This is an optimization exercise on Yosys and OpenROAD, whose aim is small area, not a production implementation.
Only simulation tests tie the RTL to the original design; equivalence was not proved.
No activity file was given, so power comes from the tool's default toggle rates.

[flow/config.mk]
export PLATFORM = sky130hd
export DESIGN_NAME = framebuffer_top
export DESIGN_NICKNAME = framebuffer_top
export VERILOG_FILES = /design/flow/design.v
export SDC_FILE = /design/flow/constraint.sdc
export NUM_CORES = 4
export LEC_CHECK = 0
export CAP_MARGIN = 20
export CORE_MARGIN = 2
export CORE_UTILIZATION = 40
export SLEW_MARGIN = 20
[flow/constraint.sdc]
create_clock -name core_clock -period 8.0 [get_ports {clk_x1}]
set_input_delay 1.6000 -clock core_clock [delete_from_list [all_inputs] [get_ports {clk_x1}]]
set_output_delay 1.6000 -clock core_clock [all_outputs]
set_load 0.01 [all_outputs]
[flow/design.v]
`timescale 1ns/100ps
package fb_pkg;
    localparam int PIX_LANE_BITS  = 32;
    localparam int CHUNK_PIXELS   = 4;
    localparam int MEM_DATA_BITS  = 128;
    localparam int MEM_ADDR_BITS  = 28;
    localparam int LINE_BUF_DEPTH = 32;
    localparam logic [23:0] BORDER_RGB = 24'h202020;
    typedef enum logic [2:0] {
        MEM_WRITE = 3'd0,
        MEM_READ  = 3'd1
    } mem_op_e;
    typedef struct packed {
        mem_op_e                  op;
        logic [MEM_ADDR_BITS-1:0] addr;
        logic [MEM_DATA_BITS-1:0] wdata;
    } mem_cmd_t;
    typedef struct packed {
        logic [MEM_ADDR_BITS-1:0] addr;
        logic [MEM_DATA_BITS-1:0] data;
    } chunk_t;
    typedef struct packed {
        logic [7:0] r;
        logic [7:0] g;
        logic [7:0] b;
    } rgb_t;
    typedef struct packed {
        logic [10:0] cx;
        logic [9:0]  cy;
        logic        h_active;
        logic        v_active;
    } raster_pos_t;
    typedef struct packed {
        logic [10:0] width;
        logic [9:0]  height;
    } fb_size_t;
    function automatic rgb_t to_rgb(input logic [PIX_LANE_BITS-1:0] pixel,
                                    input int color_bits);
        rgb_t c;
        case (color_bits)
            12: c = {pixel[11:8], 4'b0, pixel[7:4], 4'b0, pixel[3:0], 4'b0};
            15: c = {pixel[14:10], 3'b0, pixel[9:5], 3'b0, pixel[4:0], 3'b0};
            18: c = {pixel[17:12], 2'b0, pixel[11:6], 2'b0, pixel[5:0], 2'b0};
            24: c = pixel[23:0];
            default: c = BORDER_RGB;
        endcase
        to_rgb = c;
    endfunction
endpackage
`timescale 1ns/100ps
module raster_timing
#(
    parameter int H_ACTIVE = 1280,
    parameter int H_TOTAL  = 1650,
    parameter int V_ACTIVE = 720,
    parameter int V_TOTAL  = 750
) (
    input  logic        clk_x1,
    input  logic        ddr_rst,
    output fb_pkg::raster_pos_t pos
);
    logic [10:0] cx;
    logic [9:0]  cy;
    always_ff @(posedge clk_x1) begin
        if (ddr_rst) begin
            cx <= '0;
            cy <= '0;
        end else if (cx == 11'(H_TOTAL - 1)) begin
            cx <= '0;
            cy <= (cy == 10'(V_TOTAL - 1)) ? '0 : cy + 10'd1;
        end else begin
            cx <= cx + 11'd1;
        end
    end
    always_comb begin
        pos.cx       = cx;
        pos.cy       = cy;
        pos.h_active = (cx < 11'(H_ACTIVE));
        pos.v_active = (cy < 10'(V_ACTIVE));
    end
endmodule
`timescale 1ns/100ps
module fb_pixel_writer
#(
    parameter int WIDTH      = 640,
    parameter int COLOR_BITS = 18
) (
    input  logic                  clk_x1,
    input  logic                  ddr_rst,
    input  fb_pkg::fb_size_t              fb_size,
    input  logic                  fb_vsync,
    input  logic                  fb_we,
    input  logic [COLOR_BITS-1:0] fb_data,
    output logic                  wr_stb,
    output fb_pkg::chunk_t                wr_chunk
);
    logic [10:0]              col;
    logic [9:0]               row;
    logic [10:0]              col_next;
    logic [9:0]               row_next;
    logic [COLOR_BITS-1:0]    stage [fb_pkg::CHUNK_PIXELS];
    logic [fb_pkg::MEM_ADDR_BITS-1:0] chunk_addr;
    assign col_next = col + 11'd1;
    assign row_next = row + 10'd1;
    always_ff @(posedge clk_x1) begin
        if (ddr_rst) begin
            col    <= '0;
            row    <= '0;
            wr_stb <= 1'b0;
        end else begin
            wr_stb <= 1'b0;
            if (fb_vsync) begin
                col <= '0;
                row <= '0;
            end else if (fb_we) begin
                if (col_next >= fb_size.width) begin
                    col <= '0;
                    row <= (row_next >= fb_size.height) ? '0 : row_next;
                end else begin
                    col <= col_next;
                end
                if (col[1:0] == 2'd3) begin
                    wr_stb <= 1'b1;
                end
            end
        end
    end
    always_ff @(posedge clk_x1) begin
        if (fb_we) begin
            stage[col[1:0]] <= fb_data;
            if (col[1:0] == 2'd3) begin
                chunk_addr <= fb_pkg::MEM_ADDR_BITS'(row) * fb_pkg::MEM_ADDR_BITS'(WIDTH)
                            + fb_pkg::MEM_ADDR_BITS'({col[10:2], 2'b00});
            end
        end
    end
    always_comb begin
        wr_chunk.addr = chunk_addr;
        wr_chunk.data = '0;
        for (int i = 0; i < fb_pkg::CHUNK_PIXELS; i++) begin
            wr_chunk.data[i*fb_pkg::PIX_LANE_BITS +: COLOR_BITS] = stage[i];
        end
    end
endmodule
`timescale 1ns/100ps
module fb_mem_arbiter
(
    input  logic                     clk_x1,
    input  logic                     ddr_rst,
    input  logic                     wr_stb,
    input  fb_pkg::chunk_t                   wr_chunk,
    input  logic                     rd_stb,
    input  logic [fb_pkg::MEM_ADDR_BITS-1:0] rd_addr,
    input  logic                     cmd_ready,
    output logic                     cmd_en,
    output fb_pkg::mem_cmd_t                 cmd
);
    logic                     rd_pend;
    logic                     wr_pend;
    logic [fb_pkg::MEM_ADDR_BITS-1:0] rd_addr_q;
    fb_pkg::chunk_t                   wr_q;
    logic                     issue_rd;
    logic                     issue_wr;
    assign issue_rd = cmd_ready && rd_pend;
    assign issue_wr = cmd_ready && wr_pend && !rd_pend;
    always_ff @(posedge clk_x1) begin
        if (ddr_rst) begin
            rd_pend <= 1'b0;
            wr_pend <= 1'b0;
            cmd_en  <= 1'b0;
        end else begin
            cmd_en <= issue_rd || issue_wr;
            if (issue_rd) begin
                rd_pend <= 1'b0;
            end
            if (issue_wr) begin
                wr_pend <= 1'b0;
            end
            if (rd_stb) begin
                rd_pend <= 1'b1;
            end
            if (wr_stb) begin
                wr_pend <= 1'b1;
            end
        end
    end
    always_ff @(posedge clk_x1) begin
        if (rd_stb) begin
            rd_addr_q <= rd_addr;
        end
        if (wr_stb) begin
            wr_q <= wr_chunk;
        end
        if (issue_rd) begin
            cmd.op    <= fb_pkg::MEM_READ;
            cmd.addr  <= rd_addr_q;
            cmd.wdata <= '0;
        end else if (issue_wr) begin
            cmd.op    <= fb_pkg::MEM_WRITE;
            cmd.addr  <= wr_q.addr;
            cmd.wdata <= wr_q.data;
        end
    end
endmodule
`timescale 1ns/100ps
module fb_prefetch
#(
    parameter int WIDTH      = 640,
    parameter int DISP_WIDTH = 960,
    parameter int H_ACTIVE   = 1280,
    parameter int V_ACTIVE   = 720
) (
    input  logic                     clk_x1,
    input  logic                     ddr_rst,
    input  fb_pkg::raster_pos_t              pos,
    input  fb_pkg::fb_size_t                 fb_size,
    output logic                     rd_stb,
    output logic [fb_pkg::MEM_ADDR_BITS-1:0] rd_addr
);
    localparam int X_START  = (H_ACTIVE - DISP_WIDTH) / 2;
    localparam int LEAD     = fb_pkg::LINE_BUF_DEPTH * DISP_WIDTH / WIDTH;
    localparam int PF_START = X_START - LEAD;
    if (X_START < LEAD) begin : g_lead_check
        $error("prefetch lead does not fit before the display window");
    end
    logic                     pf_run;
    logic [10:0]              pf_col;
    logic [11:0]              h_acc;
    logic [10:0]              v_acc;
    logic [fb_pkg::MEM_ADDR_BITS-1:0] line_base;
    logic [11:0]              h_sum;
    logic [10:0]              v_sum;
    logic [10:0]              col_next;
    logic [10:0]              v_acc_next;
    logic [fb_pkg::MEM_ADDR_BITS-1:0] base_next;
    logic                     line_start;
    logic                     step;
    logic                     chunk_req;
    assign line_start = pos.v_active && (pos.cx == 11'(PF_START));
    assign h_sum      = h_acc + 12'(fb_size.width);
    assign v_sum      = v_acc + 11'(fb_size.height);
    assign col_next   = pf_col + 11'd1;
    assign step       = pf_run && !line_start && (h_sum >= 12'(DISP_WIDTH));
    assign chunk_req  = step && (col_next[1:0] == 2'b00) && (col_next < fb_size.width);
    always_comb begin
        if (pos.cy == '0) begin
            v_acc_next = '0;
            base_next  = '0;
        end else if (v_sum >= 11'(V_ACTIVE)) begin
            v_acc_next = v_sum - 11'(V_ACTIVE);
            base_next  = line_base + fb_pkg::MEM_ADDR_BITS'(WIDTH);
        end else begin
            v_acc_next = v_sum;
            base_next  = line_base;
        end
    end
    always_ff @(posedge clk_x1) begin
        if (ddr_rst) begin
            pf_run    <= 1'b0;
            rd_stb    <= 1'b0;
            pf_col    <= '0;
            h_acc     <= '0;
            v_acc     <= '0;
            line_base <= '0;
        end else begin
            rd_stb <= 1'b0;
            if (line_start) begin
                pf_run    <= 1'b1;
                pf_col    <= '0;
                h_acc     <= '0;
                v_acc     <= v_acc_next;
                line_base <= base_next;
                rd_stb    <= 1'b1;
            end else if (pf_run) begin
                if (step) begin
                    h_acc  <= h_sum - 12'(DISP_WIDTH);
                    pf_col <= col_next;
                    rd_stb <= chunk_req;
                    if (col_next >= fb_size.width) begin
                        pf_run <= 1'b0;
                    end
                end else begin
                    h_acc <= h_sum;
                end
            end
        end
    end
    always_ff @(posedge clk_x1) begin
        if (line_start) begin
            rd_addr <= base_next;
        end else if (chunk_req) begin
            rd_addr <= line_base + fb_pkg::MEM_ADDR_BITS'(col_next);
        end
    end
endmodule
`timescale 1ns/100ps
module fb_line_buffer
#(
    parameter int COLOR_BITS = 18
) (
    input  logic                              clk_x1,
    input  fb_pkg::raster_pos_t                       pos,
    input  logic                              rd_valid,
    input  logic [fb_pkg::MEM_DATA_BITS-1:0]          rd_data,
    input  logic [$clog2(fb_pkg::LINE_BUF_DEPTH)-1:0] rd_idx,
    output logic [COLOR_BITS-1:0]             rd_pixel
);
    localparam int IDX_BITS = $clog2(fb_pkg::LINE_BUF_DEPTH);
    logic [COLOR_BITS-1:0] pixels [fb_pkg::LINE_BUF_DEPTH];
    logic [IDX_BITS-1:0]   fill_ptr;
    logic [IDX_BITS-1:0]   wr_base;
    assign wr_base = (pos.cx == '0) ? '0 : fill_ptr;
    always_ff @(posedge clk_x1) begin
        if (rd_valid) begin
            for (int i = 0; i < fb_pkg::CHUNK_PIXELS; i++) begin
                pixels[wr_base + IDX_BITS'(i)] <= rd_data[i*fb_pkg::PIX_LANE_BITS +: COLOR_BITS];
            end
            fill_ptr <= wr_base + IDX_BITS'(fb_pkg::CHUNK_PIXELS);
        end else if (pos.cx == '0) begin
            fill_ptr <= '0;
        end
    end
    assign rd_pixel = pixels[rd_idx];
endmodule
`timescale 1ns/100ps
module fb_scaler
#(
    parameter int COLOR_BITS = 18,
    parameter int DISP_WIDTH = 960,
    parameter int H_ACTIVE   = 1280,
    parameter int V_ACTIVE   = 720
) (
    input  logic                              clk_x1,
    input  logic                              ddr_rst,
    input  fb_pkg::raster_pos_t                       pos,
    input  fb_pkg::fb_size_t                          fb_size,
    output logic [$clog2(fb_pkg::LINE_BUF_DEPTH)-1:0] rd_idx,
    input  logic [COLOR_BITS-1:0]             rd_pixel,
    output fb_pkg::rgb_t                              rgb,
    output fb_pkg::raster_pos_t                       out_pos
);
    localparam int X_START  = (H_ACTIVE - DISP_WIDTH) / 2;
    localparam int X_END    = X_START + DISP_WIDTH;
    localparam int IDX_BITS = $clog2(fb_pkg::LINE_BUF_DEPTH);
    logic [10:0] sx;
    logic [11:0] h_acc;
    logic [11:0] h_sum;
    logic [9:0]  sy;
    logic [10:0] v_acc;
    logic [10:0] v_sum;
    logic        win_x;
    logic        in_win;
    assign h_sum  = h_acc + 12'(fb_size.width);
    assign v_sum  = v_acc + 11'(fb_size.height);
    assign win_x  = (pos.cx >= 11'(X_START)) && (pos.cx < 11'(X_END));
    assign in_win = win_x && pos.h_active && pos.v_active && (sy < fb_size.height);
    assign rd_idx = sx[IDX_BITS-1:0];
    always_ff @(posedge clk_x1) begin
        if (ddr_rst) begin
            sx      <= '0;
            h_acc   <= '0;
            sy      <= '0;
            v_acc   <= '0;
            rgb     <= fb_pkg::BORDER_RGB;
            out_pos <= '0;
        end else begin
            if (!win_x) begin
                sx    <= '0;
                h_acc <= '0;
            end else if (h_sum >= 12'(DISP_WIDTH)) begin
                sx    <= sx + 11'd1;
                h_acc <= h_sum - 12'(DISP_WIDTH);
            end else begin
                h_acc <= h_sum;
            end
            if (pos.cx == '0 && pos.v_active) begin
                if (pos.cy == '0) begin
                    sy    <= '0;
                    v_acc <= '0;
                end else if (v_sum >= 11'(V_ACTIVE)) begin
                    sy    <= sy + 10'd1;
                    v_acc <= v_sum - 11'(V_ACTIVE);
                end else begin
                    v_acc <= v_sum;
                end
            end
            rgb     <= in_win ? fb_pkg::to_rgb(fb_pkg::PIX_LANE_BITS'(rd_pixel), COLOR_BITS)
                              : fb_pkg::rgb_t'(fb_pkg::BORDER_RGB);
            out_pos <= pos;
        end
    end
endmodule
`timescale 1ns/100ps
module ddr3_framebuffer
#(
    parameter int WIDTH      = 640,
    parameter int HEIGHT     = 480,
    parameter int COLOR_BITS = 18,
    parameter int DISP_WIDTH = 960,
    parameter int H_ACTIVE   = 1280,
    parameter int H_TOTAL    = 1650,
    parameter int V_ACTIVE   = 720,
    parameter int V_TOTAL    = 750
) (
    input  logic                     clk_x1,
    input  logic                     ddr_rst,
    input  fb_pkg::fb_size_t                 fb_size,
    input  logic                     fb_vsync,
    input  logic                     fb_we,
    input  logic [COLOR_BITS-1:0]    fb_data,
    input  logic                     cmd_ready,
    output logic                     cmd_en,
    output fb_pkg::mem_cmd_t                 cmd,
    input  logic                     rd_valid,
    input  logic [fb_pkg::MEM_DATA_BITS-1:0] rd_data,
    output fb_pkg::rgb_t                     rgb,
    output fb_pkg::raster_pos_t              out_pos
);
    fb_pkg::raster_pos_t                       pos;
    logic                              wr_stb;
    fb_pkg::chunk_t                            wr_chunk;
    logic                              rd_stb;
    logic [fb_pkg::MEM_ADDR_BITS-1:0]          rd_addr;
    logic [$clog2(fb_pkg::LINE_BUF_DEPTH)-1:0] rd_idx;
    logic [COLOR_BITS-1:0]             rd_pixel;
    fb_pixel_writer #(.WIDTH(WIDTH), .COLOR_BITS(COLOR_BITS)) i_pixel_writer (
        .clk_x1, .ddr_rst, .fb_size, .fb_vsync, .fb_we, .fb_data,
        .wr_stb, .wr_chunk
    );
    fb_mem_arbiter i_mem_arbiter (
        .clk_x1, .ddr_rst, .wr_stb, .wr_chunk, .rd_stb, .rd_addr,
        .cmd_ready, .cmd_en, .cmd
    );
    raster_timing #(
        .H_ACTIVE(H_ACTIVE), .H_TOTAL(H_TOTAL), .V_ACTIVE(V_ACTIVE), .V_TOTAL(V_TOTAL)
    ) i_raster_timing (
        .clk_x1, .ddr_rst, .pos
    );
    fb_prefetch #(
        .WIDTH(WIDTH), .DISP_WIDTH(DISP_WIDTH), .H_ACTIVE(H_ACTIVE), .V_ACTIVE(V_ACTIVE)
    ) i_prefetch (
        .clk_x1, .ddr_rst, .pos, .fb_size, .rd_stb, .rd_addr
    );
    fb_line_buffer #(.COLOR_BITS(COLOR_BITS)) i_line_buffer (
        .clk_x1, .pos, .rd_valid, .rd_data, .rd_idx, .rd_pixel
    );
    fb_scaler #(
        .COLOR_BITS(COLOR_BITS), .DISP_WIDTH(DISP_WIDTH),
        .H_ACTIVE(H_ACTIVE), .V_ACTIVE(V_ACTIVE)
    ) i_scaler (
        .clk_x1, .ddr_rst, .pos, .fb_size, .rd_idx, .rd_pixel, .rgb, .out_pos
    );
endmodule
`timescale 1ns/100ps
module framebuffer_top (
    input  logic         clk_x1,
    input  logic         ddr_rst,
    input  logic [10:0]  fb_width,
    input  logic [9:0]   fb_height,
    input  logic         fb_vsync,
    input  logic         fb_we,
    input  logic [17:0]  fb_data,
    input  logic         cmd_ready,
    output logic         cmd_en,
    output logic [2:0]   cmd_op,
    output logic [27:0]  cmd_addr,
    output logic [127:0] cmd_wdata,
    input  logic         rd_valid,
    input  logic [127:0] rd_data,
    output logic [7:0]   rgb_r,
    output logic [7:0]   rgb_g,
    output logic [7:0]   rgb_b,
    output logic [10:0]  out_cx,
    output logic [9:0]   out_cy,
    output logic         out_h_active,
    output logic         out_v_active
);
    fb_pkg::fb_size_t    fb_size;
    fb_pkg::mem_cmd_t    cmd;
    fb_pkg::rgb_t        rgb;
    fb_pkg::raster_pos_t out_pos;
    assign fb_size.width  = fb_width;
    assign fb_size.height = fb_height;
    ddr3_framebuffer #(
        .WIDTH(240), .HEIGHT(180), .COLOR_BITS(18), .DISP_WIDTH(360),
        .H_ACTIVE(480), .H_TOTAL(525), .V_ACTIVE(272), .V_TOTAL(288)
    ) i_fb (
        .clk_x1, .ddr_rst, .fb_size, .fb_vsync, .fb_we, .fb_data,
        .cmd_ready, .cmd_en, .cmd, .rd_valid, .rd_data, .rgb, .out_pos
    );
    assign cmd_op       = cmd.op;
    assign cmd_addr     = cmd.addr;
    assign cmd_wdata    = cmd.wdata;
    assign rgb_r        = rgb.r;
    assign rgb_g        = rgb.g;
    assign rgb_b        = rgb.b;
    assign out_cx       = out_pos.cx;
    assign out_cy       = out_pos.cy;
    assign out_h_active = out_pos.h_active;
    assign out_v_active = out_pos.v_active;
endmodule
[flow/run.sh]
#!/bin/bash
# synth_recipe.tcl (not shown) runs the flow's synth.tcl, then flattens the netlist and writes it again
# the make line also repeats each setting of config.mk as NAME=value (left out here)
make -C /OpenROAD-flow-scripts/flow DESIGN_CONFIG=/design/flow/config.mk WORK_HOME=/design/flow/orfs CLKGATE_MAP_FILE= SYNTH_SCRIPT=/design/flow/synth_recipe.tcl finish
==> impl_metrics.yaml <==
die:
  start_util: 0.402
  die_y_um: 416
  top_level_ports: 380
  die_area_mm2: 0.173
  die_w_um: 416
  placementRows: 151
  fp.coreArea_mm2: 0.169
cts:
  cts_tree: "yes"
  htreeDepth: 4
  postCtsSetupRepairBufs: 0
  cts_sinks: 1105
  cts-root-buf: "clkbuf_16"
  cts-hold-fix-buffers: 0
  post_cts_resized: 0
  clk_pin_slew_ns: 0.06
  clock_latency_ns: 0.79
  clockBufferDepth: 3
  cts_made_buffers: 131
synthesis:
  yosysTopAreaCellShare: 0.370
  synth_area_leaders: "edfxtp_1 37%, mux2i_1 8.8%, dfxtp_1 7.9%, mux2_2 6.3%, mux4_2 6.0%"
  async_reset_ff_frac: 0
  ys_ff_latch: 1105
  syn_inst: 6405
  synth-seq-area-share: 0.449
  netlist_area_mm2: 0.0680
  synth-edff-count: 838
  synth_area_per_cell_um2: 10.6
  yosys_warnings: 6
  synth_largest_area_cell: "edfxtp_1"
  synthFlopType: "edfxtp_1"
  synth_cell_types: 103
finish:
  syn_to_final_growth_pct: 12.4
  nNetsFinal: 6732
  most-common-layout-cells: "838 x edfxtp_1, 676 x nand2_1, 611 x o21ai_0, 601 x mux2i_1, 396 x nor2_1"
  final_common_cell: "edfxtp_1"
  drive_gt1_frac: 0.167
power_and_ir_drop:
  leakage_uw: 0.0259
  ir_drop_mv: 0.214
  pwr_density_cell_mw_per_mm2: 182
drt:
  viasPerCell: 5.96
  vias: 51886
  routed_wl_um: 230000
  wl_per_cell_um: 26.4
  postRouteAntennaNets: 0
  first_iter_violations: 5433
  first_pass_iters: 7
  post-route-drc-count: 0
global_routing:
  grt_overflow: 0
  track_usage: 0.259
  grt_max_degree: 100
  grt_pass1_wl_um: 335000
  grt_antenna_before_repair: 10
  grt_pass1_vias: 50028
worst_hold_path:
  min_path_cells: 0
  hp-class: "reg -> reg"
  min_to: "i_fb.i_mem_arbiter.wr_q[40]$_DFFE_PP_"
  hp-start: "i_fb.i_pixel_writer.stage[1][8]$_DFFE_PP_"
setup_path:
  r2r-start: "i_fb.i_raster_timing.cx[0]$_SDFF_PP0_"
  cp_num_buf_inv: 3
  critPathMaxFanout: 11
  crit_chain: "inv_1 -> ha_1 -> nor2b_1 -> nand2_2 -> nor4_4 -> nor2_1 -> ha_1 -> o21ai_0 -> a32oi_1 -> or3_1 -> nor2_4 -> buf_4 -> nor2_1 -> nand3_1 -> buf_4"
  startpoint_type: "flop"
  rr_endpoint: "i_fb.i_line_buffer.pixels[20][13]$_DFFE_PP_"
  r2r_cells: 15
  path_class: "reg -> reg"
  slowest_stage: "nor4_4"
  required_ns: 8.46
  arrival_ns: 5.97
  reg2reg_slack_ns: 2.48
  end_kind: "flop"
  cpPeakStageDelay_ns: 0.59
  crit_family: "simple AND/OR/NAND/NOR gates"
placed_design:
  gp_congestion: 0.910
  io_buffer_count: 259
  hpwlAfterDp_um: 138000
  pre_cts_ws_ns: 2.01
sta:
  finalClockSkew_ns: 0.0285
  relSlewSlack: 0.187
  fin_ws_ns: 2.48
  period_needed_ns: 5.52
  fin_crit_sh: 0.689
  worst_pin_slew_ns: 1.22
  final_max_slew_viol_count: 0
  rsz0062_at_grt: "false"
  setup_viol: 0
  max_freq_ghz: 0.181
  fin_setup_tns_ns: 0
  final-hold-violation-count: 0
run:
  drv_cap: 0
status:
  status: "complete, no violations"
==> power breakdown <==
group / switching (uW) / leakage (uW) / internal (uW)
logic: 969 / 0.0141 / 519
clock network: 2530 / 0.00206 / 3460
registers: 47.0 / 0.00975 / 6360
total: 3550 / 0.0259 / 10300
==> worst max-delay path by stage <==
stage                                                      from                                     endpoint  slack [ns]  cells after the start
after global placement                              fb_width[1]        i_fb.i_prefetch.rd_addr[17]$_DFFE_PP_        1.99                     11
after CTS                 i_fb.i_raster_timing.cx[0]$_SDFF_PP0_  i_fb.i_line_buffer.pixels[20][13]$_DFFE_PP_        2.59                     15
after global routing      i_fb.i_raster_timing.cx[0]$_SDFF_PP0_  i_fb.i_line_buffer.pixels[20][13]$_DFFE_PP_        2.23                     15
final                     i_fb.i_raster_timing.cx[0]$_SDFF_PP0_  i_fb.i_line_buffer.pixels[20][13]$_DFFE_PP_        2.48                     15
after detailed placement                           fb_height[0]        i_fb.i_prefetch.rd_addr[23]$_DFFE_PP_        2.01                     16
after floorplan                                     fb_width[1]         i_fb.i_prefetch.rd_addr[0]$_DFFE_PP_        3.11                     10
==> metrics by stage <==
step	total power, uW	area (um^2)	hold WS, ns	util	std cells
6_report	13900	76500	0.408	0.452	8713
5_1_grt	14300	76500	0.419	0.452	8711
4_1_cts	13900	76400	0.412	0.452	8704
3_5_place_dp	7970	72200	0.405	0.427	8471
3_3_place_gp	7930	72100	0.400	0.427	8465
2_1_floorplan	7450	68200	0.400	-	6468
==> state kept, by name, summed over array words and instances, names as in the netlist, 5 cells and up <==
signal                          count
i_fb.i_pixel_writer.stage          72
i_fb.i_line_buffer.pixels         576
i_fb.i_raster_timing.cx            11
i_fb.i_scaler.h_acc                12
i_fb.i_scaler.v_acc                11
i_fb.i_scaler.rgb                  18
i_fb.i_prefetch.pf_col             11
i_fb.i_raster_timing.cy            10
i_fb.i_scaler.out_pos              23
i_fb.i_prefetch.rd_addr            28
i_fb.i_mem_arbiter.cmd            101
i_fb.i_pixel_writer.row            10
i_fb.i_scaler.sy                   10
i_fb.i_prefetch.line_base          28
i_fb.i_line_buffer.fill_ptr         5
i_fb.i_scaler.sx                    5
i_fb.i_mem_arbiter.wr_q            89
i_fb.i_prefetch.h_acc              12
i_fb.i_mem_arbiter.rd_addr_q       28
i_fb.i_prefetch.v_acc              11
i_fb.i_pixel_writer.col            11
i_fb.i_pixel_writer.chunk_addr     17
==> area by class of cell <==
type | instances | area (um^2)
repair buffers | 457 | 4110
fillers | 15488 | 92600
clock inverters | 58 | 603
inverters | 105 | 394
clock buffers | 175 | 3600
flip-flops and latches | 1105 | 30500
well taps | 2218 | 2780
diodes | 6 | 15.0
multi-input cells | 4589 | 34400
==> cells in the mapped netlist (all sizes together), types with 10 or more instances <==
cell	n
a2111oi	10
a211oi	92
a21o	111
a21oi	281
a31oi	104
and2	29
and3	43
buf	230
clkbuf	439
dfxtp	267
edfxtp	838
fa	23
ha	147
inv	105
mux2	378
mux2i	601
mux4	180
nand2	695
nand2b	21
nand3	93
nand3b	20
nand4	23
nor2	452
nor2b	105
nor3	51
o211ai	25
o21a	20
o21ai	618
o21bai	12
o2bb2ai	72
o31ai	13
or2	12
or3	23
xnor2	68
xor2	77
==> per-layer routing <==
layer | wire length [um] | vias up | part of all wire | GRT usage
met4 | 15600 | 2 | 0.068 | 0.157
met2 | 108000 | 2398 | 0.47 | 0.423
li1 | - | 23434 | - | -
met1 | 89300 | 25378 | 0.39 | 0.317
met3 | 17000 | 674 | 0.074 | 0.0482
met5 | 13 | - | 0.000057 | 0
==> logic make-up after synthesis <==
logic type | count (synthesis) | share of synthesized area
AO/OA/AOI/OAI | 1454 | 0.130
XOR/XNOR | 145 | 0.0189
adder cells (fa/ha/maj) | 170 | 0.0338
buffers and inverters | 774 | 0.0503
flip-flops | 1105 | 0.449
multiplexers | 1159 | 0.211
other | 1 | 0.0000551
AND/OR/NAND/NOR | 1597 | 0.107

==> re-timing with driven ports <==
No port has a modelled driver above. Below, the same layout with a new extraction and two added sets of constraints.
Step 1, drivers: a clkbuf_16 drives clk_x1 and a buf_2 each remaining input, both assumed.
Step 2 moves the port delays by t, midway between the first and last clock arrival at a register: inputs arrive t later, outputs are due t later. That takes back most of the time a late clock gives input paths.
Three values: ideal, step 1, step 2; two values: the first two.
t, ns: 0.860
setup WS [ns]: 2.484 / 2.484 / 1.902
hold slack, ns: 0.408 / 0.408 / 0.408
worst slew at a driven data input, ns: 0.16
After both steps setup and hold are still met in this run. For this run, drivers alone change the setup slack by 0.000 ns; drivers and shift together by -0.582 ns.
